What follows belongs to an exercise in optimizing a design on an open flow for a short achievable clock period and few clock cycles; a production flow would make more cautious choices. At most, simulation tests tie the RTL to the original design; equivalence was not proved. For run 4, only the layout was checked, not whether the RTL still works. Power is estimated from default activity; no workload was simulated.

<file path="design/flow/design.v">
package dmac_pkg;
   typedef logic [31:0] word_t;
   typedef logic [11:0] reg_offset_t;
   typedef logic [11:0] xfer_size_t;    
   typedef logic [2:0]  burst_code_t;
   typedef logic [4:0]  beat_cnt_t;     
   typedef enum logic [1:0] {
      TRANS_IDLE   = 2'b00,
      TRANS_BUSY   = 2'b01,
      TRANS_NONSEQ = 2'b10,
      TRANS_SEQ    = 2'b11
   } htrans_t;
   typedef enum logic [2:0] {
      BURST_SINGLE = 3'b000,
      BURST_INCR   = 3'b001,
      BURST_INCR4  = 3'b011,
      BURST_INCR8  = 3'b101,
      BURST_INCR16 = 3'b111
   } hburst_t;
   typedef enum logic [2:0] {
      MS_IDLE, MS_REQ, MS_RADDR, MS_RDATA, MS_WADDR, MS_WDATA
   } master_state_t;
endpackage
`timescale 1ns/1ps
module dmac_top (
   input  logic       HCLK,
   input  logic       HRESETn,
   input  logic       hsel,
   input  logic       hready,
   input  logic       hwrite,
   input  logic [1:0]    htrans,
   input  logic [31:0]      haddr,
   input  logic [31:0]      hwdata,
   output logic [31:0]      s_hrdata,
   output logic [1:0] s_hresp,
   output logic       hreadyout,
   input  logic [31:0]      hrdata,
   input  logic       hgrant,
   output logic       hbusreq,
   output logic [1:0]    m_htrans,
   output logic [31:0]      m_haddr,
   output logic       m_hwrite,
   output logic [2:0]    m_hburst,
   output logic [31:0]      m_hwdata,
   output logic       dmacintr
);
   logic rd_cfg_q, rd_src_q, rd_dst_q, rd_ctrl_q, rd_chcfg_q;
   logic wr_cfg_q, wr_src_q, wr_dst_q, wr_ctrl_q, wr_chcfg_q;
   logic bad_q;          
   logic bad_o;          
   logic hresp_q;
   logic [31:0] hrdata_q;
   logic        glb_en;
   logic [31:0] src_base;
   logic [31:0] dst_base;
   logic [11:0] xfer_size;
   logic [2:0]  burst_code;
   logic        ch_en;
   logic        int_mask;
   logic        int_pend;
   logic        nz_q;       
   logic        run_q;      
   logic        intr_q;     
   logic        sel;
   logic        a_cfg, a_src, a_dst, a_ctrl, a_chcfg, a_mapped;
   logic        rs_cfg, rs_src, rs_dst, rs_ctrl, rs_chcfg;
   logic        ws_cfg, ws_src, ws_dst, ws_ctrl, ws_chcfg;
   logic        bad_sel;
   logic        glb_r;
   logic [31:0] src_r;
   logic [31:0] dst_r;
   logic [11:0] size_r;
   logic [2:0]  bc_r;
   logic        ch_en_r, int_mask_r, int_pend_r;
   logic        nz_r;
   logic [31:0] rdata_r;
   logic        wbeat;      
   logic        fin;        
   assign sel      = hsel && htrans[1] && !bad_q;
   assign a_cfg    = (haddr[11:0] == 12'h030);
   assign a_src    = (haddr[11:0] == 12'h100);
   assign a_dst    = (haddr[11:0] == 12'h104);
   assign a_ctrl   = (haddr[11:0] == 12'h10C);
   assign a_chcfg  = (haddr[11:0] == 12'h110);
   assign a_mapped = a_cfg || a_src || a_dst || a_ctrl || a_chcfg;
   logic        a_sd;
   assign a_sd     = (haddr[11:3] == 9'b0001_0000_0) && (haddr[1:0] == 2'b00);
   assign rs_cfg   = sel && !hwrite && a_cfg;
   assign rs_src   = sel && !hwrite && a_src;
   assign rs_dst   = sel && !hwrite && a_dst;
   assign rs_ctrl  = sel && !hwrite && a_ctrl;
   assign rs_chcfg = sel && !hwrite && a_chcfg;
   assign ws_cfg   = sel && hwrite && a_cfg;
   assign ws_src   = sel && hwrite && a_src;
   assign ws_dst   = sel && hwrite && a_dst;
   assign ws_ctrl  = sel && hwrite && a_ctrl;
   assign ws_chcfg = sel && hwrite && a_chcfg;
   assign bad_sel  = sel && hwrite && !a_mapped;
   always_comb begin
      glb_r = wr_cfg_q ? hwdata[0] : glb_en;
      src_r = wr_src_q ? hwdata : src_base;
      dst_r = wr_dst_q ? hwdata : dst_base;
      if (wr_ctrl_q) begin
         size_r = hwdata[11:0];
         bc_r   = hwdata[14:12];
         nz_r   = (hwdata[11:2] != '0);
      end else begin
         size_r = wbeat ? xfer_size - 12'(4) : xfer_size;
         bc_r   = burst_code;
         nz_r   = wbeat ? (xfer_size[11:2] != 10'd1) : nz_q;
      end
      if (wr_chcfg_q) begin
         ch_en_r    = hwdata[0];
         int_mask_r = hwdata[1];
         int_pend_r = hwdata[2];
      end else begin
         ch_en_r    = ch_en && !fin;
         int_mask_r = int_mask;
         int_pend_r = int_pend || fin;
      end
      rdata_r = ({32{a_sd}}    & (haddr[2] ? dst_r : src_r)) |
                ({32{a_cfg}}   & {31'd0, glb_r}) |
                ({32{a_ctrl}}  & {17'd0, bc_r, size_r}) |
                ({32{a_chcfg}} & {29'd0, int_pend_r, int_mask_r, ch_en_r});
   end
   always_ff @(posedge HCLK or negedge HRESETn) begin
      if (!HRESETn) begin
         {rd_cfg_q, rd_src_q, rd_dst_q, rd_ctrl_q, rd_chcfg_q} <= '0;
         {wr_cfg_q, wr_src_q, wr_dst_q, wr_ctrl_q, wr_chcfg_q} <= '0;
         bad_q      <= 1'b0;
         bad_o      <= 1'b0;
         hresp_q    <= 1'b0;
         glb_en     <= 1'b0;
         src_base   <= '0;
         dst_base   <= '0;
         xfer_size  <= '0;
         burst_code <= '0;
         ch_en      <= 1'b0;
         int_mask   <= 1'b0;
         int_pend   <= 1'b0;
         nz_q       <= 1'b0;
         run_q      <= 1'b0;
         intr_q     <= 1'b0;
      end else if (hready) begin
         {rd_cfg_q, rd_src_q, rd_dst_q, rd_ctrl_q, rd_chcfg_q} <=
            {rs_cfg, rs_src, rs_dst, rs_ctrl, rs_chcfg};
         {wr_cfg_q, wr_src_q, wr_dst_q, wr_ctrl_q, wr_chcfg_q} <=
            {ws_cfg, ws_src, ws_dst, ws_ctrl, ws_chcfg};
         bad_q      <= bad_sel;
         bad_o      <= hsel && htrans[1] && hwrite && !a_mapped && !bad_o;
         hresp_q    <= bad_sel || bad_q;      
         glb_en     <= glb_r;
         src_base   <= src_r;
         dst_base   <= dst_r;
         xfer_size  <= size_r;
         burst_code <= bc_r;
         ch_en      <= ch_en_r;
         int_mask   <= int_mask_r;
         int_pend   <= int_pend_r;
         nz_q       <= nz_r;
         run_q      <= glb_r && ch_en_r;
         intr_q     <= int_pend_r && int_mask_r;
      end else begin
         {rd_cfg_q, rd_src_q, rd_dst_q, rd_ctrl_q, rd_chcfg_q} <=
            {rd_cfg_q, rd_src_q, rd_dst_q, rd_ctrl_q, rd_chcfg_q} & {5{!bad_q}};
         {wr_cfg_q, wr_src_q, wr_dst_q, wr_ctrl_q, wr_chcfg_q} <=
            {wr_cfg_q, wr_src_q, wr_dst_q, wr_ctrl_q, wr_chcfg_q} & {5{!bad_q}};
         bad_q      <= 1'b0;
         bad_o      <= 1'b0;
         hresp_q    <= bad_q;
         intr_q     <= int_pend && int_mask;
      end
   end
   logic [31:0] rdata_s;
   assign rdata_s = ({32{rd_cfg_q}}   & {31'd0, glb_en}) |
                    ({32{rd_src_q}}   & src_base) |
                    ({32{rd_dst_q}}   & dst_base) |
                    ({32{rd_ctrl_q}}  & {17'd0, burst_code, xfer_size}) |
                    ({32{rd_chcfg_q}} & {29'd0, int_pend, int_mask, ch_en});
   always_ff @(posedge HCLK)
      hrdata_q <= hready ? rdata_r : rdata_s;
   assign s_hrdata  = hrdata_q;
   assign s_hresp   = {1'b0, hresp_q};
   assign hreadyout = !bad_o;
   assign dmacintr  = intr_q;
   logic        busy_q;       
   logic        hbr_q;        
   logic        wgnt_q;       
   logic [1:0]  trans_q;
   logic [31:2] addr_q;
   logic        write_q;
   logic        pwr_q;        
   logic [2:0]  burst_q;
   logic [4:0]  cnt_q;        
   logic        last_q;       
   logic        c2_q;         
   logic [4:0]  len_q;        
   logic        l1_q;         
   logic        l2_q;         
   logic [31:2] rs_q;         
   logic [31:2] ws_q;         
   logic [9:0]  rem_q;        
   logic [4:0]  nlen_q;
   logic [2:0]  ncode_q;
   logic        nl1_q;
   logic        nl2_q;
   logic [9:0]  nrem_q;       
   logic        more_q;       
   logic        dp_q;         
   logic        dpw_q;        
   logic        dpl_q;        
   logic [31:0] rq_q;         
   logic        rv_q;         
   logic [3:0]  fill_q;       
   logic [3:0]  drain_q;      
   logic [31:0] mem [16];
   logic [31:0] wd_q;
   logic [31:0] wd_i;
   logic [1:0]  trans_o;      
   logic [31:0] wd_n;
   logic [2:0]  bcur;
   logic [31:2] addr_o;       
   logic        write_o;
   logic        go;
   logic        zgo;
   logic        gnt;
   logic        bend;         
   logic [4:0]  plen;
   logic [2:0]  pcode;
   logic        ftail;
   logic [4:0]  flen;
   logic [2:0]  fcode;
   logic [31:2] addr_inc;
   logic [31:2] addr_acc;
   logic [1:0]  trans_acc;
   logic [1:0]  trans_r;
   logic        write_r;
   logic [31:0] wsrc;
   always_comb begin
      case (burst_code)
         3'd0:    begin plen = 5'd1;  pcode = 3'b000; end    
         3'd1:    begin plen = 5'd4;  pcode = 3'b011; end    
         3'd2:    begin plen = 5'd8;  pcode = 3'b101; end    
         default: begin plen = 5'd16; pcode = 3'b111; end    
      endcase
   end
   assign ftail = (rem_q < {5'd0, plen});
   logic [9:0] rem_sub;       
   always_comb begin
      case (burst_code)
         3'd0:    rem_sub = rem_q - 10'd1;
         3'd1:    rem_sub = {rem_q[9:2] - 8'd1, rem_q[1:0]};
         3'd2:    rem_sub = {rem_q[9:3] - 7'd1, rem_q[2:0]};
         default: rem_sub = {rem_q[9:4] - 6'd1, rem_q[3:0]};
      endcase
   end
   assign flen  = ftail ? rem_q[4:0] : plen;
   assign fcode = ftail ? 3'b001 : pcode;              
   assign go       = !busy_q && run_q && nz_q;
   assign zgo      = !busy_q && run_q && !nz_q;         
   assign gnt      = wgnt_q && hgrant;
   assign bend     = trans_q[1] && write_q && last_q;
   assign addr_inc = addr_q + 30'd1;
   assign addr_acc = !last_q ? addr_inc : write_q ? rs_q : ws_q;
   always_comb begin
      if (!last_q)
         trans_acc = 2'b11;
      else if (!write_q || more_q)
         trans_acc = 2'b10;
      else
         trans_acc = 2'b00;
      if (gnt)
         trans_r = 2'b10;
      else if (trans_q[1])
         trans_r = trans_acc;
      else
         trans_r = trans_q;
      write_r = write_q ^ (trans_q[1] && last_q);
   end
   assign wbeat = dp_q && dpw_q;
   assign fin   = dpl_q || zgo;
   always_ff @(posedge HCLK or negedge HRESETn) begin
      if (!HRESETn) begin
         busy_q  <= 1'b0;
         hbr_q   <= 1'b0;
         wgnt_q  <= 1'b0;
         trans_q <= 2'b00;
         addr_q  <= '0;
         write_q <= 1'b0;
         pwr_q   <= 1'b0;
         cnt_q   <= '0;
         last_q  <= 1'b0;
         c2_q    <= 1'b0;
         len_q   <= '0;
         l1_q    <= 1'b0;
         l2_q    <= 1'b0;
         rs_q    <= '0;
         ws_q    <= '0;
         rem_q   <= '0;
         nlen_q  <= '0;
         ncode_q <= 3'b000;
         nl1_q   <= 1'b0;
         nl2_q   <= 1'b0;
         nrem_q  <= '0;
         more_q  <= 1'b0;
         dp_q    <= 1'b0;
         dpw_q   <= 1'b0;
         dpl_q   <= 1'b0;
      end else begin
         nlen_q  <= flen;
         ncode_q <= fcode;
         nl1_q   <= (flen == 5'd1);
         nl2_q   <= (flen == 5'd2);
         nrem_q  <= ftail ? '0 : rem_sub;
         more_q  <= (rem_q != '0);
         if (go)
            ws_q <= dst_base[31:2];
         else if (trans_q[1] && write_q)
            ws_q <= addr_inc;
         if (trans_q[1] && !write_q)
            rs_q <= addr_inc;
         if (!busy_q)
            rem_q <= xfer_size[11:2];
         else if (hready && (gnt || bend))
            rem_q <= nrem_q;
         if (!busy_q)
            addr_q <= src_base[31:2];
         else if (hready && trans_q[1])
            addr_q <= addr_acc;
         if (go) begin
            busy_q <= 1'b1;
            hbr_q  <= 1'b1;
            wgnt_q <= 1'b1;
         end else if (hready) begin
            busy_q  <= busy_q && !dpl_q;
            hbr_q   <= (busy_q && !dpl_q) || (glb_r && ch_en_r && nz_q);
            wgnt_q  <= wgnt_q && !hgrant;
            trans_q <= trans_r;
            write_q <= write_r;
            pwr_q   <= trans_r[1] && write_r;
            if (gnt || bend) begin
               len_q  <= nlen_q;
               l1_q   <= nl1_q;
               l2_q   <= nl2_q;
               cnt_q  <= nlen_q;
               last_q <= nl1_q;
               c2_q   <= nl2_q;
            end else if (trans_q[1]) begin
               if (last_q) begin
                  cnt_q  <= len_q;
                  last_q <= l1_q;
                  c2_q   <= l2_q;
               end else begin
                  cnt_q  <= cnt_q - 5'd1;
                  last_q <= c2_q;
                  c2_q   <= (cnt_q == 5'd3);
               end
            end
            dp_q  <= trans_q[1];
            dpw_q <= trans_q[1] && write_q;
            dpl_q <= bend && !more_q;
         end else begin
            hbr_q <= busy_q || (run_q && nz_q);
         end
      end
   end
   always_ff @(posedge HCLK or negedge HRESETn) begin
      if (!HRESETn) begin
         rv_q    <= 1'b0;
         fill_q  <= '0;
         drain_q <= '0;
      end else begin
         rv_q <= hready && dp_q && !dpw_q;
         if (go) begin
            fill_q  <= '0;
            drain_q <= '0;
         end else begin
            if (rv_q)
               fill_q <= fill_q + 4'd1;
            if (hready && pwr_q)
               drain_q <= drain_q + 4'd1;
         end
      end
   end
   always_ff @(posedge HCLK) begin
      rq_q <= hrdata;
      if (rv_q)
         mem[fill_q] <= rq_q;
   end
   assign wsrc = l1_q ? hrdata :
                 (rv_q && fill_q == drain_q) ? rq_q : mem[drain_q];
   assign wd_n = (hready && pwr_q) ? wsrc : wd_i;
   assign bcur = (len_q == plen) ? pcode : 3'b001;
   always_ff @(posedge HCLK or negedge HRESETn)
      if (!HRESETn) begin
         wd_i    <= '0;
         trans_o <= 2'b00;
      end else begin
         wd_i    <= wd_n;
         trans_o <= hready ? trans_r : trans_q;
      end
   always_ff @(posedge HCLK) begin
      addr_o  <= (hready && trans_q[1]) ? addr_acc : addr_q;
      write_o <= hready ? write_r : write_q;
      burst_q <= (hready && (gnt || bend)) ? ncode_q : bcur;
      wd_q    <= wd_n;
   end
   assign hbusreq  = hbr_q;
   assign m_htrans = trans_o;
   assign m_haddr  = {addr_o, 2'b00};
   assign m_hwrite = write_o;
   assign m_hburst = burst_q;
   assign m_hwdata = wd_q;
endmodule
</file>
<file path="design/flow/flow/run.sh">
#!/bin/bash
# Standard layout, with one extra step after placement (flow/move.tcl).
# Each tool's output goes to a log file of its own in this folder.
set -euo pipefail
export RDIR=$PWD/orfs/results/$FLOW_PLATFORM/dmac_top/base
bash standard.sh synth > log_1_synth.txt 2>&1
bash standard.sh floorplan > log_2_floorplan.txt 2>&1
bash standard.sh place > log_3_place.txt 2>&1
openroad -no_init -exit flow/move.tcl > log_3_move.txt 2>&1
bash standard.sh finish > log_4_finish.txt 2>&1
</file>
<file path="design/flow/flow/move.tcl">
# After global and detailed placement: put each flip-flop that drives an
# output port's buffer right next to that buffer, then legalize again.
source [file join [file dirname [info script]] move_procs.tcl]
set R $::env(RDIR)
read_db $R/3_place.odb
move_out_flops
detailed_placement
check_placement
write_db $R/3_place.odb
</file>
<file path="design/flow/flow/move_procs.tcl">
# Flip-flops that drive an output port's buffer, directly or through one
# inverter or buffer, are put next to that buffer (then legalized).
proc out_driver {inst} {
  # the instance that drives inst's (single) input pin, or ""
  foreach it [$inst getITerms] {
    if {[$it isInputSignal]} {
      set net [$it getNet]
      if {$net == "NULL"} { return "" }
      foreach d [$net getITerms] {
        if {[$d isOutputSignal]} { return [$d getInst] }
      }
    }
  }
  return ""
}

proc is_flop {inst} {
  return [string match "*__*df*" [[$inst getMaster] getName]]
}

proc is_inv_or_buf {inst} {
  set m [[$inst getMaster] getName]
  return [expr {[string match "*__inv_*" $m] || [string match "*__buf_*" $m] || [string match "*__clkbuf_*" $m]}]
}

proc move_out_flops {} {
  set block [ord::get_db_block]
  set n 0
  foreach bt [$block getBTerms] {
    if {[$bt getIoType] != "OUTPUT"} { continue }
    set net [$bt getNet]
    if {$net == "NULL"} { continue }
    set buf ""
    foreach it [$net getITerms] {
      if {[$it isOutputSignal]} { set buf [$it getInst] }
    }
    if {$buf == ""} { continue }
    set drv [out_driver $buf]
    if {$drv == ""} { continue }
    set loc [$buf getLocation]
    if {[is_flop $drv]} {
      $drv setLocation [lindex $loc 0] [lindex $loc 1]
      incr n
    } elseif {[is_inv_or_buf $drv]} {
      set ff [out_driver $drv]
      if {$ff != "" && [is_flop $ff]} {
        $drv setLocation [lindex $loc 0] [lindex $loc 1]
        $ff setLocation [lindex $loc 0] [lindex $loc 1]
        incr n
      }
    }
  }
  puts "moved $n flip-flops next to their output buffers"
}
</file>
<file path="design/flow/standard.sh">
#!/bin/bash
# synth_recipe.tcl (not shown) runs the flow's synth.tcl, then flattens the netlist and writes it again
# the make line also repeats each setting of config.mk as NAME=value (left out here)
make -C /OpenROAD-flow-scripts/flow DESIGN_CONFIG=/design/flow/config.mk WORK_HOME=/design/flow/orfs CLKGATE_MAP_FILE= SYNTH_SCRIPT=/design/flow/synth_recipe.tcl "${@:-finish}"
</file>
<file path="design/flow/config.mk">
export PLATFORM = sky130hd
export DESIGN_NAME = dmac_top
export DESIGN_NICKNAME = dmac_top
export VERILOG_FILES = /design/flow/design.v
export SDC_FILE = /design/flow/constraint.sdc
export NUM_CORES = 4
export LEC_CHECK = 0
export CAP_MARGIN = 20
export CORE_MARGIN = 2
export CORE_UTILIZATION = 40
export CTS_CLUSTER_DIAMETER = 60
export CTS_CLUSTER_SIZE = 20
export SETUP_SLACK_MARGIN = 3.8
export SLEW_MARGIN = 20
</file>
<file path="design/flow/constraint.sdc">
create_clock -name core_clock -period 6.0 [get_ports {HCLK}]
set_input_delay 1.2000 -clock core_clock [delete_from_list [all_inputs] [get_ports {HCLK}]]
set_output_delay 1.2000 -clock core_clock [all_outputs]
set_load 0.01 [all_outputs]
</file>
==> reports/metrics.json, run 1 <==
{
  "sum_of_net_half_perimeters_after_detailed_placement": {"value": 59700, "unit": "µm"},
  "max-vdd-ir-drop": {"value": 0.2213, "unit": "mV"},
  "ys_top_cells_by_count": {"value": "edfxtp_1, dfrtp_1, nand2_1"},
  "synth_top_family_by_area": {"value": "multiplexers"},
  "die_width": {"value": 314.4, "unit": "µm"},
  "final_net_count": {"value": 3089},
  "critical_path_peak_fanout": {"value": 2},
  "wp_data_required": {"value": 4800, "unit": "ps"},
  "pin_count_of_the_biggest_net_entering_global_routing": {"value": 136},
  "grt_pass1_wl": {"value": 161400, "unit": "µm"},
  "powerDensity": {"value": 266.2, "unit": "nW/µm²"},
  "numClockSinks": {"value": 929},
  "postSynthCellCount": {"value": 2725},
  "worst-setup-path-type": {"value": "reg2out"},
  "n_fill_cell": {"value": 7917},
  "area_growth": {"value": 24.21, "unit": "%"},
  "yosysTopAreaCellShare": {"value": 39.90, "unit": "%"},
  "number_of_global_route_vias_before_repair": {"value": 25540},
  "totalNegativeSetupSlack": {"value": 0, "unit": "ps"},
  "design.die.area": {"value": 98830, "unit": "µm²"},
  "startpoint_type": {"value": "register"},
  "edff_count_synth": {"value": 512},
  "min_path_type": {"value": "reg2reg"},
  "yosys.cell_types.count": {"value": 80},
  "crit_chain": {"value": "inv_1, buf_2"},
  "regArea": {"value": 25300, "unit": "µm²"},
  "ys_dominant_reg_cell": {"value": "edfxtp_1"},
  "num_vias": {"value": 25370},
  "design.core.area": {"value": 95290, "unit": "µm²"},
  "finish.utilization": {"value": 50.22, "unit": "%"},
  "drv.max_cap_violation_count": {"value": 0},
  "gpl.final_weighted_congestion": {"value": 0.8770},
  "grt_remaining_overflow": {"value": 0},
  "post_synthesis_share_of_cell_area_spent_on_and_or_nand_and_nor_gates": {"value": 7.641, "unit": "%"},
  "yosys.area_share.adder": {"value": 0.5520, "unit": "%"},
  "setup_viol": {"value": 0},
  "synthesis.area": {"value": 38530, "unit": "µm²"},
  "min_period_over_period": {"value": 40.24, "unit": "%"},
  "finClkSkew": {"value": 47.66, "unit": "ps"},
  "detailedRoute.firstIterationViolations": {"value": 2552},
  "netSwitchingFraction": {"value": 22.72, "unit": "%"},
  "worst_skew_pair_latency": {"value": 670, "unit": "ps"},
  "slew_viol_final": {"value": 0},
  "grt_antenna_before_repair": {"value": 7},
  "post_cts_hold_buffer_count": {"value": 0},
  "netSwitchingPower": {"value": 2895, "unit": "µW"},
  "io_pins": {"value": 211},
  "leakage": {"value": 0.01773, "unit": "µW"},
  "routedWlPerCell": {"value": 25.66, "unit": "µm"},
  "asyncSetResetFlopFracSynth": {"value": 30.89, "unit": "%"},
  "muxShareOfSynthArea": {"value": 12.31, "unit": "%"},
  "crit_path_max_incr_delay": {"value": 380, "unit": "ps"},
  "xor_and_xnor_fraction_of_the_mapped_netlist_area": {"value": 1.250, "unit": "%"},
  "ant_nets": {"value": 0},
  "timing_hold_violations_final": {"value": 0},
  "die-height": {"value": 314.4, "unit": "µm"},
  "synthDominantAreaCellType": {"value": "edfxtp_1"},
  "route.final.wire_length": {"value": 110400, "unit": "µm"},
  "yosysMostFrequentCell": {"value": "edfxtp_1"},
  "synth-seq-cells": {"value": 929},
  "grt_setup_unrepaired": {"value": "yes"},
  "sequential_to_total_area_share_from_yosys_stat": {"value": 65.30, "unit": "%"},
  "critical_path_arrival": {"value": 1210, "unit": "ps"},
  "cts-root-to-sink-buffers": {"value": 3},
  "pwr-share-seq": {"value": 53.7, "unit": "%"},
  "drive_above_1_share": {"value": 31.15, "unit": "%"},
  "tritoncts_clock_tree": {"value": "built"},
  "ys_warn_count": {"value": 1},
  "floorplan.rows": {"value": 113},
  "worst-slew-pin-transition": {"value": 987.5, "unit": "ps"},
  "max_clock_freq": {"value": 414.1, "unit": "MHz"},
  "avgViaCountPerCell": {"value": 5.898},
  "route.detailed.drc": {"value": 0},
  "internal_power": {"value": 9845, "unit": "µW"},
  "p_clk_share": {"value": 44.3, "unit": "%"},
  "timing.critical_path.slowest_stage_cell": {"value": "dfrtp_1"},
  "clock_buffers_created_by_tritoncts": {"value": 78},
  "clockRootBuffer": {"value": "clkbuf_16"},
  "run_status": {"value": "no timing/DRC/antenna violations"},
  "finalCriticalPeriod": {"value": 2415, "unit": "ps"},
  "global_route_usage_over_all_layers": {"value": 21.62, "unit": "%"},
  "htree_num_levels": {"value": 3},
  "detail_route.first_pass.iterations": {"value": 8},
  "initial_cell_density_of_the_core": {"value": 40.43, "unit": "%"},
  "crit_path_end_kind": {"value": "primary output"},
  "max_slew_margin": {"value": 33.87, "unit": "%"},
  "cts.reportedPaths.clkPinSlew": {"value": 80, "unit": "ps"},
  "portBuffers": {"value": 186},
  "synthesized_area_fraction_occupied_by_ao_oa_aoi_and_oai_cells": {"value": 10.12, "unit": "%"},
  "synth_top_cells_by_area": {"value": "edfxtp_1, dfrtp_1, mux4_2"},
  "comb_power_share": {"value": 2.0, "unit": "%"},
  "area_occupied_by_multi_input_gates": {"value": 13890, "unit": "µm²"},
  "post_synth.cell_area_avg": {"value": 14.14, "unit": "µm²"}
}
worst max-delay path: cells and delay by family (launching register included):
| kind | cells | cell delay [ps] |
|---|---|---|
| buffers and inverters | 2 | 170 |
| DFF | 1 | 380 |
layout make-up:
class | instances | share of cell area [%]
diodes | 3 | 0.01569
clock buffers | 94 | 4.507
clock inverters | 52 | 1.498
inverters | 73 | 0.5804
multi-input cells | 1528 | 29.02
flip-flops and latches | 929 | 52.86
well taps | 1265 | 3.307
repair buffers | 357 | 8.199
repair inverters | 1 | 0.01569
logic make-up after synthesis:
group | Yosys count
flip-flops | 929
multiplexers | 300
adder cells (fa/ha/maj) | 17
buffers and inverters | 273
other | 1
AO/OA/AOI/OAI | 555
AND/OR/NAND/NOR | 595
XOR/XNOR | 55
layout by cell type (no fill, tap or decap), types with 25 or more instances in the layout:
cell type	n
o21ai_0	127
clkdlybuf4s50_1	67
inv_1	69
nand3_1	43
a21oi_1	62
a222oi_1	25
a211oi_1	40
nand3b_1	33
nand2_1	167
dfrtp_2	25
xnor2_1	31
a221oi_4	35
edfxtp_1	512
a221oi_2	28
a22o_1	37
mux2i_1	64
mux4_2	128
dfrtp_1	256
a31oi_1	33
nor2_1	128
clkbuf_16	89
buf_2	37
nor3_1	31
buf_4	95
dfxtp_2	67
mux2_2	99
dfxtp_1	63
buf_6	90
power groups by stage:
stage	registers [µW]	clock network, µW	logic [µW]
after floorplan	6940	0	99.7
after global placement	6970	0	236
final	6840	5640	260
after global routing	6850	5980	282
after CTS	6840	5750	252
after detailed placement	6980	0	241
per-stage QoR:
stage	power, µW	worst slack [ps]	area [µm²]	hold WS, ps	std cells
5_1_grt	13110	3526	47850	508.4	4299
3_5_place_dp	7217	2141	42120	447.7	4026
4_1_cts	12830	3543	46510	483.3	4257
6_report	12740	3585	47860	474.5	4302
2_1_floorplan	7039	3356	39150	410.5	2727
3_3_place_gp	7205	2204	42120	434.2	4026
sequential cells by signal, indices dropped and copies added, names as in the netlist, 4 cells and up:
register and count:
mem 512, dst_base 32, hrdata_q 32, rq_q 32, src_base 32, wd_i 32
wd_q 32, addr_o 30, addr_q 30, rs_q 30, ws_q 30, xfer_size 12
nrem_q 10, rem_q 10, cnt_q 5, len_q 5, nlen_q 5, drain_q 4
fill_q 4
final timing paths:
check,end,slack [ps],startpoint,cells after the start
min in group asynchronous,dst_base[25],510,HRESETn,1
min,rs_q[28],470,rs_q[28],2
max,hreadyout,3590,bad_o,2
max in group asynchronous,busy_q,4140,HRESETn,2
min reg2reg,rs_q[28],470,rs_q[28],2
max reg2reg,addr_o[28],3670,addr_q[5],5
what timing repair did:
item | in CTS | in global routing
setup endpoints to repair | 738 | 266
setup buffers | 72 | 34
gates cloned | 13 | 8
resized for setup | 650 | 200
pin swaps | 33 | 31
layer usage:
| layer | vias to the layer above | GRT usage, % | part of all wire [%] | routed length [µm] |
|---|---|---|---|---|
| met3 | 208 | 4.012 | 7.6 | 8401 |
| met5 | - | 0 | 0.025 | 28 |
| met4 | 4 | 6.364 | 2.7 | 2927 |
| li1 | 11020 | - | - | - |
| met1 | 13070 | 29.68 | 41 | 45740 |
| met2 | 1068 | 35.15 | 48 | 53310 |
Testbench counts, summed over its fixed seeds: cycles 22,325.
==> run 2: changes to the inputs <==
==> design/flow/run.sh (new file) <==
#!/bin/bash
# synth_recipe.tcl (not shown) runs the flow's synth.tcl, then flattens the netlist and writes it again
# the make line also repeats each setting of config.mk as NAME=value (left out here)
make -C /OpenROAD-flow-scripts/flow DESIGN_CONFIG=/design/flow/config.mk WORK_HOME=/design/flow/orfs CLKGATE_MAP_FILE= SYNTH_SCRIPT=/design/flow/synth_recipe.tcl finish
--- a/design/flow/config.mk
+++ b/design/flow/config.mk
@@ -9,6 +9,4 @@
 export CORE_MARGIN = 2
 export CORE_UTILIZATION = 40
-export CTS_CLUSTER_DIAMETER = 60
-export CTS_CLUSTER_SIZE = 20
 export SETUP_SLACK_MARGIN = 3.8
 export SLEW_MARGIN = 20
removed: design/flow/flow/run.sh
removed: design/flow/flow/move.tcl
removed: design/flow/flow/move_procs.tcl
removed: design/flow/standard.sh
==> run 2 against run 1 <==
  * Critical path type unchanged
  * Non-clock buffer count decreased by 28
  * Highest routed layer unchanged
  * Worst hold slack got worse by 28 ps
  * Clock power increased by 9.9%
  * Largest cell class unchanged
  * Register-to-register slack improved by 60 ps
  * Flip-flop and latch count unchanged
  * Critical endpoint is now m_htrans[0]
  * Clock skew increased by 25 ps
  * First-iteration DRC count decreased by 7.9%
  * Global-route usage increased by 0.075 points
  * Final area decreased by 0.44%
  * Die area unchanged
==> reports/metrics.json, run 2 <==
{
  "run_status": {"value": "no timing/DRC/antenna violations", "change": "unchanged"},
  "global_route_usage_over_all_layers": {"value": 21.69, "unit": "%", "change": "was 21.62%"},
  "ys_warn_count": {"value": 1, "change": "unchanged"},
  "dp_worst_setup_slack": {"value": 2141, "unit": "ps", "change": "unchanged"},
  "critical_path.reg2reg.startpoint": {"value": "drain_q[0]", "change": "was addr_q[5]"},
  "sequential_to_total_area_share_from_yosys_stat": {"value": 65.30, "unit": "%", "change": "unchanged"},
  "holdPathEnd": {"value": "burst_q[1]", "change": "was rs_q[28]"},
  "hold_start": {"value": "ncode_q[1]", "change": "was rs_q[28]"},
  "grt_pass1_wl": {"value": 162200, "unit": "µm", "change": "was 161,400 µm"},
  "leakage": {"value": 0.01781, "unit": "µW", "change": "was 0.01773 µW"},
  "synthDominantAreaCellType": {"value": "edfxtp_1", "change": "unchanged"},
  "internal_power": {"value": 10450, "unit": "µW", "change": "was 9845 µW"},
  "worst-setup-path-type": {"value": "reg2out", "change": "unchanged"},
  "leading_cell_type_in_the_layout_fill_and_taps_excluded": {"value": "edfxtp_1", "change": "unchanged"},
  "gpl.final_weighted_congestion": {"value": 0.8770, "change": "unchanged"},
  "setup_viol": {"value": 0, "change": "unchanged"},
  "initial_cell_density_of_the_core": {"value": 40.43, "unit": "%", "change": "unchanged"},
  "crit_chain": {"value": "buf_6", "change": "was inv_1, buf_2"},
  "floorplan.rows": {"value": 113, "change": "unchanged"},
  "ys_dominant_reg_cell": {"value": "edfxtp_1", "change": "unchanged"},
  "die_width": {"value": 314.4, "unit": "µm", "change": "unchanged"},
  "portBuffers": {"value": 186, "change": "unchanged"},
  "postSynthCellCount": {"value": 2725, "change": "unchanged"},
  "asyncSetResetFlopFracSynth": {"value": 30.89, "unit": "%", "change": "unchanged"},
  "number_of_global_route_vias_before_repair": {"value": 25750, "change": "was 25,540"},
  "detailedRoute.firstIterationViolations": {"value": 2350, "change": "was 2,552"},
  "design.die.area": {"value": 98830, "unit": "µm²", "change": "unchanged"},
  "avgViaCountPerCell": {"value": 5.878, "change": "was 5.898"},
  "setup.worst_path.start": {"value": "trans_o[0]", "change": "was bad_o"},
  "edff_count_synth": {"value": 512, "change": "unchanged"},
  "drive_above_1_share": {"value": 30.28, "unit": "%", "change": "was 31.15%"},
  "synth-seq-cells": {"value": 929, "change": "unchanged"},
  "wp_data_required": {"value": 4800, "unit": "ps", "change": "about the same"},
  "htree_num_levels": {"value": 3, "change": "unchanged"},
  "critical-path-top-delay-family": {"value": "flip-flops", "change": "unchanged"},
  "clock_buffers_created_by_tritoncts": {"value": 98, "change": "was 78"},
  "clockRootBuffer": {"value": "clkbuf_16", "change": "unchanged"},
  "ff2ff_path_depth": {"value": 7, "change": "was 5"},
  "yosys.cell_types.count": {"value": 80, "change": "unchanged"},
  "top_register_by_number_of_flip_flops": {"value": "mem", "change": "unchanged"},
  "netSwitchingPower": {"value": 2849, "unit": "µW", "change": "was 2895 µW"},
  "startpoint_type": {"value": "register", "change": "unchanged"},
  "design.core.area": {"value": 95290, "unit": "µm²", "change": "unchanged"},
  "post_synth.cell_area_avg": {"value": 14.14, "unit": "µm²", "change": "unchanged"},
  "route.detailed.drc": {"value": 0, "change": "unchanged"},
  "timing_hold_violations_final": {"value": 0, "change": "unchanged"},
  "comb_power_share": {"value": 1.9, "unit": "%", "change": "was 2.0%"},
  "sum_of_net_half_perimeters_after_detailed_placement": {"value": 59700, "unit": "µm", "change": "unchanged"},
  "synthesis.area": {"value": 38530, "unit": "µm²", "change": "unchanged"},
  "finalCriticalPeriod": {"value": 2489, "unit": "ps", "change": "was 2415 ps"},
  "tritoncts_clock_tree": {"value": "built", "change": "unchanged"},
  "critical_path_peak_fanout": {"value": 1, "change": "was 2"},
  "final_cell_area": {"value": 47650, "unit": "µm²", "change": "was 47,860 µm²"},
  "yosysTopAreaCellShare": {"value": 39.90, "unit": "%", "change": "unchanged"},
  "min_period_over_period": {"value": 41.48, "unit": "%", "change": "was 40.24%"},
  "crit_path_end_kind": {"value": "primary output", "change": "unchanged"},
  "cts-root-to-sink-buffers": {"value": 3, "change": "unchanged"},
  "worst-slew-pin-transition": {"value": 956.2, "unit": "ps", "change": "was 987.5 ps"},
  "max-vdd-ir-drop": {"value": 0.2199, "unit": "mV", "change": "was 0.2213 mV"},
  "pwr-share-seq": {"value": 51.5, "unit": "%", "change": "was 53.7%"},
  "routedWlPerCell": {"value": 25.39, "unit": "µm", "change": "was 25.66 µm"},
  "rr_endpoint": {"value": "wd_i[3]", "change": "was addr_o[28]"},
  "area_growth": {"value": 23.66, "unit": "%", "change": "was 24.21%"},
  "worst_skew_pair_latency": {"value": 710, "unit": "ps", "change": "was 670 ps"},
  "pin_count_of_the_biggest_net_entering_global_routing": {"value": 136, "change": "unchanged"},
  "numClockSinks": {"value": 929, "change": "unchanged"},
  "placedInstanceArea": {"value": 42120, "unit": "µm²", "change": "unchanged"},
  "grt_remaining_overflow": {"value": 0, "change": "unchanged"},
  "cts.reportedPaths.clkPinSlew": {"value": 60, "unit": "ps", "change": "was 80 ps"},
  "finClkSkew": {"value": 72.17, "unit": "ps", "change": "was 47.66 ps"},
  "timing.critical_path.slowest_stage_cell": {"value": "dfrtp_2", "change": "was dfrtp_1"},
  "reg2reg_slack": {"value": 3730, "unit": "ps", "change": "was 3670 ps"},
  "max_clock_freq": {"value": 401.8, "unit": "MHz", "change": "was 414.1 MHz"},
  "critical_path_arrival": {"value": 1290, "unit": "ps", "change": "was 1210 ps"},
  "route.final.wire_length": {"value": 109500, "unit": "µm", "change": "was 110,400 µm"},
  "final_net_count": {"value": 3080, "change": "was 3,089"},
  "whs_path_depth": {"value": 2, "change": "unchanged"},
  "io_pins": {"value": 211, "change": "unchanged"},
  "p_clk_share": {"value": 46.6, "unit": "%", "change": "was 44.3%"},
  "detail_route.first_pass.iterations": {"value": 6, "change": "was 8"},
  "place.detailed.instances": {"value": 4026, "change": "unchanged"},
  "layout.cells.most_common_list": {"value": "edfxtp_1, dfrtp_1, nand2_1, nor2_1, o21ai_0", "change": "was edfxtp_1, dfrtp_1, nand2_1, nor2_1, mux4_2"},
  "num_vias": {"value": 25340, "change": "was 25,370"},
  "powerDensity": {"value": 279.2, "unit": "nW/µm²", "change": "was 266.2 nW/µm²"},
  "slew_viol_final": {"value": 0, "change": "unchanged"},
  "yosysMostFrequentCell": {"value": "edfxtp_1", "change": "unchanged"},
  "totalNegativeSetupSlack": {"value": 0, "unit": "ps", "change": "unchanged"},
  "synth_top_cells_by_area": {"value": "edfxtp_1, dfrtp_1, mux4_2", "change": "unchanged"},
  "netSwitchingFraction": {"value": 21.42, "unit": "%", "change": "was 22.72%"},
  "path_buf_inv": {"value": 1, "change": "was 2"},
  "grt_setup_unrepaired": {"value": "yes", "change": "unchanged"},
  "drv.max_cap_violation_count": {"value": 0, "change": "unchanged"},
  "ant_nets": {"value": 0, "change": "unchanged"},
  "largest_reg_flops": {"value": 512, "change": "unchanged"},
  "max_slew_margin": {"value": 35.96, "unit": "%", "change": "was 33.87%"},
  "final_cell_count_no_fill": {"value": 4311, "change": "was 4,302"},
  "grt_antenna_before_repair": {"value": 6, "change": "was 7"},
  "worst_slack": {"value": 3511, "unit": "ps", "change": "was 3585 ps"},
  "ys_top_cells_by_count": {"value": "edfxtp_1, dfrtp_1, nand2_1", "change": "unchanged"},
  "min_path_type": {"value": "reg2reg", "change": "unchanged"},
  "die-height": {"value": 314.4, "unit": "µm", "change": "unchanged"},
  "crit_path_max_incr_delay": {"value": 450, "unit": "ps", "change": "was 380 ps"}
}
-- run 2: layout make-up --
| type | instances | area, µm² |
|---|---|---|
| clock inverters | 46 | 553.0 |
| clock buffers | 140 | 2794 |
| diodes | 1 | 2.502 |
| inverters | 73 | 277.8 |
| repair buffers | 329 | 3551 |
| fillers | 8013 | 47650 |
| repair inverters | 1 | 7.507 |
| well taps | 1265 | 1583 |
| multi-input cells | 1527 | 13570 |
| flip-flops and latches | 929 | 25300 |
-- run 2: cells by family after synthesis --
family | after synthesis | synth area share, %
buf+inv | 273 | 2.825
other cells | 1 | 0.009732
simple gates | 595 | 7.641
fa+ha+maj | 17 | 0.5520
flops | 929 | 65.30
compound gates | 555 | 10.12
xor+xnor | 55 | 1.250
mux | 300 | 12.31
-- run 2: stage by stage --
| stage | util, % | power (µW) | hold slack, ps |
|---|---|---|---|
| 5_1_grt | 50.00 | 13700 | 484.7 |
| 6_report | 50.00 | 13300 | 446.5 |
| 3_5_place_dp | 44.20 | 7217 | 447.7 |
| 2_1_floorplan | - | 7039 | 410.5 |
| 3_3_place_gp | 44.20 | 7205 | 434.2 |
| 4_1_cts | 49.11 | 13400 | 460.5 |
-- run 2: worst max-delay path by stage --
stage / cells after the start / end / slack (ps)
after floorplan: 3 / mem[13][0] / 3360
after global placement: 6 / l1_q / 2200
after global routing: 1 / m_htrans[0] / 3480
after CTS: 1 / m_htrans[0] / 3470
final: 1 / m_htrans[0] / 3510
after detailed placement: 6 / len_q[0] / 2140
-- run 2: power groups by stage --
stage | clock (µW) | sequential (µW) | combinational, µW
after CTS | 6310 | 6850 | 247
after detailed placement | 0 | 6980 | 241
final | 6200 | 6850 | 252
after global placement | 0 | 6970 | 236
after global routing | 6570 | 6850 | 274
after floorplan | 0 | 6940 | 99.7
-- run 2: timing repair --
action / in CTS / in global routing
setup buffers: 48 / 30
gates cloned: 14 / 6
pin swaps: 24 / 33
setup endpoints to repair: 741 / 285
hold buffers: 0 / 0
gates resized for setup: 672 / 126
-- run 2: per-layer routing --
layer | wire (µm) | global-route usage (%) | up-vias
li1 | - | - | 11000
met1 | 46180 | 29.97 | 13130
met2 | 52870 | 35.44 | 1038
met3 | 7949 | 3.669 | 169
met4 | 2441 | 6.158 | 4
met5 | 21 | 0 | -
==> run 3: changes to the inputs <==
--- a/design/flow/design.v
+++ b/design/flow/design.v
@@ -84,6 +84,7 @@
    assign a_chcfg  = (haddr[11:0] == 12'h110);
    assign a_mapped = a_cfg || a_src || a_dst || a_ctrl || a_chcfg;
-   logic        a_sd;
+   logic        a_sd, rs_sd;
    assign a_sd     = (haddr[11:3] == 9'b0001_0000_0) && (haddr[1:0] == 2'b00);
+   assign rs_sd    = sel && !hwrite && a_sd;
    assign rs_cfg   = sel && !hwrite && a_cfg;
    assign rs_src   = sel && !hwrite && a_src;
@@ -119,8 +120,8 @@
          int_pend_r = int_pend || fin;
       end
-      rdata_r = ({32{a_sd}}    & (haddr[2] ? dst_r : src_r)) |
-                ({32{a_cfg}}   & {31'd0, glb_r}) |
-                ({32{a_ctrl}}  & {17'd0, bc_r, size_r}) |
-                ({32{a_chcfg}} & {29'd0, int_pend_r, int_mask_r, ch_en_r});
+      rdata_r = ({32{rs_sd}}    & (haddr[2] ? dst_r : src_r)) |
+                ({32{rs_cfg}}   & {31'd0, glb_r}) |
+                ({32{rs_ctrl}}  & {17'd0, bc_r, size_r}) |
+                ({32{rs_chcfg}} & {29'd0, int_pend_r, int_mask_r, ch_en_r});
    end
    always_ff @(posedge HCLK or negedge HRESETn) begin
==> run 3 against run 2 <==
  * Final area about the same
  * Clock-buffer cell count up 5
  * Wire length is 0.94% higher
  * Worst hold slack improved by 12 ps
  * Clock skew is 47 ps lower
  * Global-route usage increased by 0.27 points
  * Synthesized cell count rose by 1.7%
  * Critical path depth is 1 higher
  * Flip-flop and latch count is the same
  * Sequential power about the same
==> reports/metrics.json, run 3 <==
{
  "run_status": {"value": "no timing/DRC/antenna violations", "change": "unchanged"},
  "min_path_type": {"value": "reg2reg", "change": "unchanged"},
  "max_slew_margin": {"value": 30.38, "unit": "%", "change": "was 35.96%"},
  "synth_top_family_by_area": {"value": "multiplexers", "change": "unchanged"},
  "postSynthCellCount": {"value": 2772, "change": "was 2,725"},
  "htree_num_levels": {"value": 3, "change": "unchanged"},
  "design.die.area": {"value": 99610, "unit": "µm²", "change": "was 98,830 µm²"},
  "post_synthesis_share_of_cell_area_spent_on_and_or_nand_and_nor_gates": {"value": 7.818, "unit": "%", "change": "was 7.641%"},
  "grt_antenna_before_repair": {"value": 6, "change": "unchanged"},
  "grt_pass1_wl": {"value": 165000, "unit": "µm", "change": "was 162,200 µm"},
  "layout.cells.most_common_list": {"value": "edfxtp_1, dfrtp_1, nand2_1, mux2_2, nor2_1", "change": "was edfxtp_1, dfrtp_1, nand2_1, nor2_1, o21ai_0"},
  "floorplan.rows": {"value": 114, "change": "was 113"},
  "setup_viol": {"value": 0, "change": "unchanged"},
  "edff_count_synth": {"value": 512, "change": "unchanged"},
  "routedWlPerCell": {"value": 25.19, "unit": "µm", "change": "was 25.39 µm"},
  "pin_count_of_the_biggest_net_entering_global_routing": {"value": 112, "change": "was 136"},
  "numClockSinks": {"value": 929, "change": "unchanged"},
  "timing.critical_path.slowest_stage_cell": {"value": "dfrtp_1", "change": "was dfrtp_2"},
  "worst-slew-pin-transition": {"value": 1044, "unit": "ps", "change": "was 956.2 ps"},
  "critical-path-top-delay-family": {"value": "flip-flops", "change": "unchanged"},
  "critical_path_arrival": {"value": 1200, "unit": "ps", "change": "was 1290 ps"},
  "powerDensity": {"value": 280.6, "unit": "nW/µm²", "change": "was 279.2 nW/µm²"},
  "route.final.wire_length": {"value": 110500, "unit": "µm", "change": "was 109,500 µm"},
  "post_synth.cell_area_avg": {"value": 14.01, "unit": "µm²", "change": "was 14.14 µm²"},
  "ant_nets": {"value": 0, "change": "unchanged"},
  "leading_cell_type_in_the_layout_fill_and_taps_excluded": {"value": "edfxtp_1", "change": "unchanged"},
  "route.detailed.drc": {"value": 0, "change": "unchanged"},
  "number_of_global_route_vias_before_repair": {"value": 26180, "change": "was 25,750"},
  "muxShareOfSynthArea": {"value": 13.29, "unit": "%", "change": "was 12.31%"},
  "num_vias": {"value": 25700, "change": "was 25,340"},
  "totalNegativeSetupSlack": {"value": 0, "unit": "ps", "change": "unchanged"},
  "leakage": {"value": 0.01768, "unit": "µW", "change": "was 0.01781 µW"},
  "crit_path_end_kind": {"value": "primary output", "change": "unchanged"},
  "synth_top_cells_by_area": {"value": "edfxtp_1, dfrtp_1, dfxtp_1", "change": "was edfxtp_1, dfrtp_1, mux4_2"},
  "synthesized_area_fraction_occupied_by_ao_oa_aoi_and_oai_cells": {"value": 9.941, "unit": "%", "change": "was 10.12%"},
  "drv.max_cap_violation_count": {"value": 0, "change": "unchanged"},
  "yosys.area_share.adder": {"value": 0.5476, "unit": "%", "change": "was 0.5520%"},
  "gpl.final_weighted_congestion": {"value": 0.8456, "change": "was 0.8770"},
  "finish.utilization": {"value": 49.44, "unit": "%", "change": "was 50.00%"},
  "cts.reportedPaths.clkPinSlew": {"value": 60, "unit": "ps", "change": "about the same"},
  "crit_path_max_incr_delay": {"value": 380, "unit": "ps", "change": "was 450 ps"},
  "xor_and_xnor_fraction_of_the_mapped_netlist_area": {"value": 1.173, "unit": "%", "change": "was 1.250%"},
  "clockRootBuffer": {"value": "clkbuf_16", "change": "unchanged"},
  "asyncSetResetFlopFracSynth": {"value": 30.89, "unit": "%", "change": "unchanged"},
  "finClkSkew": {"value": 25.07, "unit": "ps", "change": "was 72.17 ps"},
  "synthDominantAreaCellType": {"value": "edfxtp_1", "change": "unchanged"},
  "slew_viol_final": {"value": 0, "change": "unchanged"},
  "area_growth": {"value": 22.74, "unit": "%", "change": "was 23.66%"},
  "clock_buffers_created_by_tritoncts": {"value": 100, "change": "was 98"},
  "yosysMostFrequentCell": {"value": "edfxtp_1", "change": "unchanged"},
  "max-vdd-ir-drop": {"value": 0.2471, "unit": "mV", "change": "was 0.2199 mV"},
  "fin_worst_hold_slack": {"value": 458.8, "unit": "ps", "change": "was 446.5 ps"},
  "yosysTopAreaCellShare": {"value": 39.58, "unit": "%", "change": "was 39.90%"},
  "die_width": {"value": 315.6, "unit": "µm", "change": "was 314.4 µm"},
  "grt_setup_unrepaired": {"value": "yes", "change": "unchanged"},
  "finalCriticalPeriod": {"value": 2398, "unit": "ps", "change": "was 2489 ps"},
  "avgViaCountPerCell": {"value": 5.860, "change": "was 5.878"},
  "top_register_by_number_of_flip_flops": {"value": "mem", "change": "unchanged"},
  "detailedRoute.firstIterationViolations": {"value": 2674, "change": "was 2,350"},
  "wp_data_required": {"value": 4800, "unit": "ps", "change": "about the same"},
  "startpoint_type": {"value": "register", "change": "unchanged"},
  "global_route_usage_over_all_layers": {"value": 21.97, "unit": "%", "change": "was 21.69%"},
  "io_pins": {"value": 211, "change": "unchanged"},
  "ys_dominant_reg_cell": {"value": "edfxtp_1", "change": "unchanged"},
  "detail_route.first_pass.iterations": {"value": 6, "change": "unchanged"},
  "synth-seq-cells": {"value": 929, "change": "unchanged"},
  "initial_cell_density_of_the_core": {"value": 40.28, "unit": "%", "change": "was 40.43%"},
  "grt_remaining_overflow": {"value": 0, "change": "unchanged"},
  "die-height": {"value": 315.6, "unit": "µm", "change": "was 314.4 µm"},
  "largest_reg_flops": {"value": 512, "change": "unchanged"},
  "cts-root-to-sink-buffers": {"value": 3, "change": "unchanged"},
  "critical_path_peak_fanout": {"value": 2, "change": "was 1"},
  "worst-setup-path-type": {"value": "reg2out", "change": "unchanged"},
  "ys_warn_count": {"value": 1, "change": "unchanged"},
  "min_period_over_period": {"value": 39.97, "unit": "%", "change": "was 41.48%"},
  "tritoncts_clock_tree": {"value": "built", "change": "unchanged"},
  "sum_of_net_half_perimeters_after_detailed_placement": {"value": 61330, "unit": "µm", "change": "was 59,700 µm"},
  "design.core.area": {"value": 96420, "unit": "µm²", "change": "was 95,290 µm²"},
  "max_clock_freq": {"value": 417.0, "unit": "MHz", "change": "was 401.8 MHz"},
  "portBuffers": {"value": 186, "change": "unchanged"},
  "crit_chain": {"value": "inv_1, buf_2", "change": "was buf_6"},
  "post_cts_hold_buffer_count": {"value": 0, "change": "unchanged"},
  "drive_above_1_share": {"value": 30.99, "unit": "%", "change": "was 30.28%"},
  "sequential_to_total_area_share_from_yosys_stat": {"value": 64.77, "unit": "%", "change": "was 65.30%"},
  "timing_hold_violations_final": {"value": 0, "change": "unchanged"},
  "ys_top_cells_by_count": {"value": "edfxtp_1, dfrtp_1, nand2_1", "change": "unchanged"},
  "path_buf_inv": {"value": 2, "change": "was 1"},
  "worst_skew_pair_latency": {"value": 670, "unit": "ps", "change": "was 710 ps"},
  "synthesis.area": {"value": 38840, "unit": "µm²", "change": "was 38,530 µm²"},
  "final_net_count": {"value": 3142, "change": "was 3,080"},
  "yosys.cell_types.count": {"value": 86, "change": "was 80"}
}
==> run 3: changes by cell type in the layout (fill, tap and decap cells not counted), moves of 26 or more <==
cell	previous run	this run
mux2_2	99	152
mux2i_1	64	104
inv_1	69	36
a221oi_2	55	24
a22o_1	37	7
nand3b_1	33	3
mux4_2	128	102
==> run 3: logic make-up (layout without fill, tap and decap cells) <==
logic type,after synthesis,count (layout)
muxes,368,368
xor gates and xnor gates,52,52
buffers and inverters,234,563
AOI/OAI and AO/OA,563,564
DFF,929,929
and+or+nand+nor,608,611
adders and majority gates,17,17
other,1,6
==> run 3: cell type report <==
| class | count | area [µm²] |
|---|---|---|
| fillers | 8345 | 48750 |
| clock inverters | 43 | 467.9 |
| inverters | 43 | 176.4 |
| flip-flops and latches | 929 | 25290 |
| well taps | 1276 | 1597 |
| repair inverters | 1 | 5.005 |
| clock buffers | 145 | 2904 |
| multi-input cells | 1615 | 13870 |
| repair buffers | 331 | 3358 |
| diodes | 3 | 7.507 |
==> run 3: final timing paths <==
| check | startpoint | to | slack [ps] | cells past startpoint |
|---|---|---|---|---|
| max | bad_o | hreadyout | 3600 | 2 |
| min | ncode_q[2] | burst_q[2] | 460 | 2 |
| max reg2reg | write_q | addr_q[19] | 3840 | 5 |
| min reg2reg | ncode_q[2] | burst_q[2] | 460 | 2 |
| max in group asynchronous | HRESETn | fill_q[2] | 4070 | 2 |
| min in group asynchronous | HRESETn | src_base[22] | 600 | 1 |
==> run 3: metrics by stage <==
step	setup WS, ps	std cells	power (µW)	instance area [µm²]
floorplan	3281	2774	7055	39480
global placement	2253	4092	7232	42500
detailed placement	2191	4092	7245	42500
CTS	3558	4352	13480	46950
global route	3529	4384	13790	47670
finish	3602	4386	13380	47670
==> run 3: metal layers <==
layer	up-vias	share of wire [%]	GRT usage (%)
li1	11170	-	-
met1	13290	41	29.04
met2	1007	49	36.88
met3	235	6.3	3.391
met4	2	3.8	7.788
met5	-	0.011	0
==> run 3: worst register-to-register path, delay by kind of cell (launching register included) <==
family | cells | cell delay, ps
flops | 1 | 670
compound gates | 2 | 350
buf+inv | 1 | 340
mux | 2 | 680
==> run 3: what timing repair did <==
| action | CTS | global route |
|---|---|---|
| pin swaps | 33 | 32 |
| endpoints found under the setup margin | 748 | 330 |
| resized for setup | 646 | 122 |
| setup buffers | 59 | 30 |
| cloned | 13 | 1 |
==> run 3: report_power, final <==
part           internal, µW  total (µW)  switching, µW
Clock                  3670        6230           2560
Combinational           116         282            166
Sequential             6770        6860           93.1
Testbench counts of run 3, summed over its fixed seeds: cycles 22,325.
==> run 4: changes to the inputs <==
--- a/design/flow/design.v
+++ b/design/flow/design.v
@@ -48,5 +48,4 @@
    logic wr_cfg_q, wr_src_q, wr_dst_q, wr_ctrl_q, wr_chcfg_q;
    logic bad_q;          
-   logic bad_o;          
    logic hresp_q;
    logic [31:0] hrdata_q;
@@ -130,5 +129,4 @@
          {wr_cfg_q, wr_src_q, wr_dst_q, wr_ctrl_q, wr_chcfg_q} <= '0;
          bad_q      <= 1'b0;
-         bad_o      <= 1'b0;
          hresp_q    <= 1'b0;
          glb_en     <= 1'b0;
@@ -149,5 +147,4 @@
             {ws_cfg, ws_src, ws_dst, ws_ctrl, ws_chcfg};
          bad_q      <= bad_sel;
-         bad_o      <= hsel && htrans[1] && hwrite && !a_mapped && !bad_o;
          hresp_q    <= bad_sel || bad_q;      
          glb_en     <= glb_r;
@@ -168,7 +165,5 @@
             {wr_cfg_q, wr_src_q, wr_dst_q, wr_ctrl_q, wr_chcfg_q} & {5{!bad_q}};
          bad_q      <= 1'b0;
-         bad_o      <= 1'b0;
          hresp_q    <= bad_q;
-         intr_q     <= int_pend && int_mask;
       end
    end
@@ -183,5 +178,5 @@
    assign s_hrdata  = hrdata_q;
    assign s_hresp   = {1'b0, hresp_q};
-   assign hreadyout = !bad_o;
+   assign hreadyout = !bad_q;
    assign dmacintr  = intr_q;
    logic        busy_q;       
@@ -218,5 +213,4 @@
    logic [31:0] wd_q;
    logic [31:0] wd_i;
-   logic [1:0]  trans_o;      
    logic [31:0] wd_n;
    logic [2:0]  bcur;
@@ -394,11 +388,8 @@
    assign bcur = (len_q == plen) ? pcode : 3'b001;
    always_ff @(posedge HCLK or negedge HRESETn)
-      if (!HRESETn) begin
-         wd_i    <= '0;
-         trans_o <= 2'b00;
-      end else begin
-         wd_i    <= wd_n;
-         trans_o <= hready ? trans_r : trans_q;
-      end
+      if (!HRESETn)
+         wd_i <= '0;
+      else
+         wd_i <= wd_n;
    always_ff @(posedge HCLK) begin
       addr_o  <= (hready && trans_q[1]) ? addr_acc : addr_q;
@@ -408,5 +399,5 @@
    end
    assign hbusreq  = hbr_q;
-   assign m_htrans = trans_o;
+   assign m_htrans = trans_q;
    assign m_haddr  = {addr_o, 2'b00};
    assign m_hwrite = write_o;
==> run 4 against run 3 <==
  * Still clean on timing, DRC and antenna
  * Utilization down 0.29 points
  * Worst hold slack better by 2.0 ps
  * Critical path depth unchanged
  * Synthesized cell count up 1.2%
  * Die area down 0.50%
  * Fmax down 4.9%
  * Global-route usage down 0.35 points
  * Flip-flop and latch count down 3
  * Clock skew down 1.6 ps
  * Non-clock buffer count down 15
  * Final area down 0.73%
  * Largest cell class unchanged
  * Highest routed layer unchanged
==> reports/metrics.json, run 4 <==
{
  "run_status": {"value": "no timing/DRC/antenna violations", "change": "unchanged"},
  "initial_cell_density_of_the_core": {"value": 40.14, "unit": "%", "change": "was 40.28%"},
  "ys_dominant_reg_cell": {"value": "edfxtp_1", "change": "unchanged"},
  "global_route_usage_over_all_layers": {"value": 21.61, "unit": "%", "change": "was 21.97%"},
  "comb_power_share": {"value": 3.8, "unit": "%", "change": "was 2.1%"},
  "fin_worst_hold_slack": {"value": 460.8, "unit": "ps", "change": "was 458.8 ps"},
  "final_net_count": {"value": 3149, "change": "was 3,142"},
  "startpoint_type": {"value": "register", "change": "unchanged"},
  "max-vdd-ir-drop": {"value": 0.2861, "unit": "mV", "change": "was 0.2471 mV"},
  "worst_skew_pair_latency": {"value": 680, "unit": "ps", "change": "was 670 ps"},
  "detail_route.first_pass.iterations": {"value": 6, "change": "unchanged"},
  "drv.max_cap_violation_count": {"value": 0, "change": "unchanged"},
  "slew_viol_final": {"value": 0, "change": "unchanged"},
  "leading_cell_type_in_the_layout_fill_and_taps_excluded": {"value": "edfxtp_1", "change": "unchanged"},
  "yosys.cell_types.count": {"value": 82, "change": "was 86"},
  "wp_data_required": {"value": 4800, "unit": "ps", "change": "about the same"},
  "timing.critical_path.slowest_stage_cell": {"value": "dfrtp_1", "change": "unchanged"},
  "tritoncts_clock_tree": {"value": "built", "change": "unchanged"},
  "totalNegativeSetupSlack": {"value": 0, "unit": "ps", "change": "unchanged"},
  "layout.cells.most_common_list": {"value": "edfxtp_1, dfrtp_1, mux2i_1, nand2_1, mux2_2", "change": "was edfxtp_1, dfrtp_1, nand2_1, mux2_2, nor2_1"},
  "path_buf_inv": {"value": 2, "change": "unchanged"},
  "final_cell_count_no_fill": {"value": 4387, "change": "was 4,386"},
  "max_clock_freq": {"value": 396.4, "unit": "MHz", "change": "was 417.0 MHz"},
  "clockRootBuffer": {"value": "clkbuf_16", "change": "unchanged"},
  "io_pins": {"value": 211, "change": "unchanged"},
  "critical_path_peak_fanout": {"value": 2, "change": "unchanged"},
  "area_growth": {"value": 22.46, "unit": "%", "change": "was 22.74%"},
  "edff_count_synth": {"value": 512, "change": "unchanged"},
  "avgViaCountPerCell": {"value": 5.844, "change": "was 5.860"},
  "postSynthCellCount": {"value": 2806, "change": "was 2,772"},
  "route.final.wire_length": {"value": 109100, "unit": "µm", "change": "was 110,500 µm"},
  "crit_path_end_kind": {"value": "primary output", "change": "unchanged"},
  "num_vias": {"value": 25640, "change": "was 25,700"},
  "synth_top_family_by_area": {"value": "multiplexers", "change": "unchanged"},
  "critical_path_arrival": {"value": 1320, "unit": "ps", "change": "was 1200 ps"},
  "cts-root-to-sink-buffers": {"value": 3, "change": "unchanged"},
  "place.detailed.instances": {"value": 4114, "change": "was 4,092"},
  "route.detailed.drc": {"value": 0, "change": "unchanged"},
  "yosys.area_share.adder": {"value": 0.5504, "unit": "%", "change": "was 0.5476%"},
  "numClockSinks": {"value": 926, "change": "was 929"},
  "synthesis.area": {"value": 38650, "unit": "µm²", "change": "was 38,840 µm²"},
  "asyncSetResetFlopFracSynth": {"value": 30.67, "unit": "%", "change": "was 30.89%"},
  "synthDominantAreaCellType": {"value": "edfxtp_1", "change": "unchanged"},
  "ys_top_cells_by_count": {"value": "edfxtp_1, dfrtp_1, mux2i_1", "change": "was edfxtp_1, dfrtp_1, nand2_1"},
  "reg2reg_slack": {"value": 3660, "unit": "ps", "change": "was 3840 ps"},
  "detailedRoute.firstIterationViolations": {"value": 2454, "change": "was 2,674"},
  "die-height": {"value": 314.8, "unit": "µm", "change": "was 315.6 µm"},
  "grt_setup_unrepaired": {"value": "yes", "change": "unchanged"},
  "max_slew_margin": {"value": 46.60, "unit": "%", "change": "was 30.38%"},
  "routedWlPerCell": {"value": 24.87, "unit": "µm", "change": "was 25.19 µm"},
  "xor_and_xnor_fraction_of_the_mapped_netlist_area": {"value": 1.246, "unit": "%", "change": "was 1.173%"},
  "setup_viol": {"value": 0, "change": "unchanged"},
  "p_clk_share": {"value": 45.7, "unit": "%", "change": "was 46.6%"},
  "synth_top_cells_by_area": {"value": "edfxtp_1, dfrtp_1, dfxtp_1", "change": "unchanged"},
  "cts.reportedPaths.clkPinSlew": {"value": 60, "unit": "ps", "change": "about the same"},
  "grt_pass1_wl": {"value": 162500, "unit": "µm", "change": "was 165,000 µm"},
  "gpl.final_weighted_congestion": {"value": 0.8787, "change": "was 0.8456"},
  "worst-setup-path-type": {"value": "reg2out", "change": "unchanged"},
  "die_width": {"value": 314.8, "unit": "µm", "change": "was 315.6 µm"},
  "ant_nets": {"value": 0, "change": "unchanged"},
  "finClkSkew": {"value": 23.46, "unit": "ps", "change": "was 25.07 ps"},
  "ys_warn_count": {"value": 1, "change": "unchanged"},
  "number_of_global_route_vias_before_repair": {"value": 26390, "change": "was 26,180"},
  "critical-path-top-delay-family": {"value": "flip-flops", "change": "unchanged"},
  "post_cts_hold_buffer_count": {"value": 0, "change": "unchanged"},
  "sum_of_net_half_perimeters_after_detailed_placement": {"value": 60450, "unit": "µm", "change": "was 61,330 µm"},
  "largest_reg_flops": {"value": 512, "change": "unchanged"},
  "muxShareOfSynthArea": {"value": 12.76, "unit": "%", "change": "was 13.29%"},
  "htree_num_levels": {"value": 3, "change": "unchanged"},
  "total_power": {"value": 13680, "unit": "µW", "change": "was 13,380 µW"},
  "floorplan.rows": {"value": 114, "change": "unchanged"},
  "grt_remaining_overflow": {"value": 0, "change": "unchanged"},
  "post_synth.cell_area_avg": {"value": 13.77, "unit": "µm²", "change": "was 14.01 µm²"},
  "post_synthesis_share_of_cell_area_spent_on_and_or_nand_and_nor_gates": {"value": 7.323, "unit": "%", "change": "was 7.818%"},
  "drive_above_1_share": {"value": 28.32, "unit": "%", "change": "was 30.99%"},
  "min_path_type": {"value": "reg2reg", "change": "unchanged"},
  "sequential_to_total_area_share_from_yosys_stat": {"value": 64.91, "unit": "%", "change": "was 64.77%"},
  "yosysTopAreaCellShare": {"value": 39.78, "unit": "%", "change": "was 39.58%"},
  "powerDensity": {"value": 289.1, "unit": "nW/µm²", "change": "was 280.6 nW/µm²"},
  "timing_hold_violations_final": {"value": 0, "change": "unchanged"},
  "grt_antenna_before_repair": {"value": 4, "change": "was 6"},
  "antenna-diode-count": {"value": 0, "change": "was 3"},
  "crit_path_max_incr_delay": {"value": 390, "unit": "ps", "change": "was 380 ps"},
  "internal_power": {"value": 10710, "unit": "µW", "change": "was 10,560 µW"},
  "yosysMostFrequentCell": {"value": "edfxtp_1", "change": "unchanged"},
  "portBuffers": {"value": 186, "change": "unchanged"},
  "design.core.area": {"value": 96280, "unit": "µm²", "change": "was 96,420 µm²"},
  "pin_count_of_the_biggest_net_entering_global_routing": {"value": 110, "change": "was 112"},
  "synth-seq-cells": {"value": 926, "change": "was 929"},
  "worst-slew-pin-transition": {"value": 801.0, "unit": "ps", "change": "was 1044 ps"},
  "leakage": {"value": 0.01707, "unit": "µW", "change": "was 0.01768 µW"},
  "clock_buffers_created_by_tritoncts": {"value": 97, "change": "was 100"},
  "crit_chain": {"value": "buf_12, buf_8", "change": "was inv_1, buf_2"},
  "min_period_over_period": {"value": 42.04, "unit": "%", "change": "was 39.97%"},
  "top_register_by_number_of_flip_flops": {"value": "mem", "change": "unchanged"},
  "synthesized_area_fraction_occupied_by_ao_oa_aoi_and_oai_cells": {"value": 10.77, "unit": "%", "change": "was 9.941%"},
  "finalCriticalPeriod": {"value": 2523, "unit": "ps", "change": "was 2398 ps"},
  "design.die.area": {"value": 99120, "unit": "µm²", "change": "was 99,610 µm²"},
  "n_fill_cell": {"value": 8200, "change": "was 8,345"},
  "pwr-share-seq": {"value": 50.5, "unit": "%", "change": "was 51.3%"},
  "netSwitchingFraction": {"value": 21.76, "unit": "%", "change": "was 21.10%"},
  "netSwitchingPower": {"value": 2978, "unit": "µW", "change": "was 2823 µW"}
}
-- run 4: changes by cell type after synthesis, sizes merged, moves of 26 or more --
cell | before | now
o21bai | 3 | 29
and3 | 54 | 25
mux4 | 102 | 64
a211oi | 48 | 15
o221ai | 6 | 47
nand3b | 3 | 44
mux2i | 105 | 183
-- run 4: cell type report --
class                   instances  area [µm²]  area share (%)
multi-input cells            1652       13870           29.30
well taps                    1276        1597           3.374
inverters                      35       147.6          0.3120
flip-flops and latches        926       25240           53.33
clock buffers                 137        2699           5.703
clock inverters                45       628.1           1.327
repair buffers                316        3151           6.657
-- run 4: cells by family after synthesis --
kind of cell | after synthesis
other cells | 1
mux | 394
buf+inv | 237
compound gates | 607
simple gates | 569
flops | 926
xor+xnor | 55
fa+ha+maj | 17
-- run 4: worst paths after layout --
check / depth (start not counted) / end / from
hold / removal: 2 / burst_q[2] / ncode_q[2]
setup / recovery: 2 / m_htrans[1] / trans_q[1]
setup reg to reg: 8 / hrdata_q[13] / bad_q
hold reg to reg: 2 / burst_q[2] / ncode_q[2]
min in group asynchronous: 1 / dst_base[21] / HRESETn
max in group asynchronous: 2 / drain_q[0] / HRESETn
-- run 4: power groups by stage --
stage          clock network [µW]  registers (µW)  logic [µW]
2_1_floorplan                   0            6990         262
3_3_place_gp                    0            7030         437
3_5_place_dp                    0            7040         445
4_1_cts                      6370            6910         489
5_1_grt                      6620            6920         569
6_report                     6250            6910         520
-- run 4: metal layers --
metal  share of wire (%)  global-route usage [%]  vias to the layer above
li1                    -                       -                    11260
met1                  41                   28.41                    13210
met2                  50                   36.85                      966
met3                 6.0                   3.000                      194
met4                 2.7                   7.229                        2
met5               0.012                       0                        -
-- run 4: timing repair --
action	4_1_cts	5_1_grt
gates resized for setup	713	122
buffers inserted	48	30
pin swaps	43	18
gates cloned	10	3
setup endpoints to repair	691	344
-- run 4: tightest hold or removal path, delay by kind of cell, from the launching register on --
family	cells	cell delay, ps
flops	1	320
compound gates	1	60
simple gates	1	40
-- run 4: through the flow --
step                      setup WS [ps]  cell area [µm²]  utilization, %
after global placement             2171            42260           43.90
after global routing               3430            47320           49.15
after CTS                          3426            46560           48.36
after floorplan                    3126            39340               -
final                              3477            47320           49.15
after detailed placement           2108            42260           43.90

## re-timing with driven ports
The results above use ideal ports. As a check the final layouts listed here were re-extracted and re-timed, cells and wires unchanged.
Step 1 assumes that a clkbuf_16 drives the clock port and a buf_2 every other input.
Step 2 moves the port delays by t, midway between the first and last clock arrival at a register: inputs arrive t later, outputs are due t later. That takes back most of the time a late clock gives input paths.
Three values: no drivers, after step 1, after step 2; two values: the first two.
| run | shift t [ns] | setup WS [ns] | clock arrival spread, ns | worst register clock-pin slew, ns |
|---|---|---|---|---|
| run 1 | 0.718 | 3.585 / 3.515 / 3.019 | 0.047 / 0.047 | 0.08 / 0.08 |
| run 2 | 0.744 | 3.511 / 3.446 / 3.098 | 0.078 / 0.079 | 0.07 / 0.07 |
| run 3 | 0.729 | 3.602 / 3.533 / 2.915 | 0.026 / 0.026 | 0.06 / 0.06 |
| run 4 | 0.734 | 3.477 / 3.413 / 2.872 | 0.028 / 0.028 | 0.07 / 0.07 |
After both steps setup and hold are still met in every run listed. For run 3, which loses most, drivers alone change the setup slack by -0.069 ns; drivers and shift together by -0.687 ns.
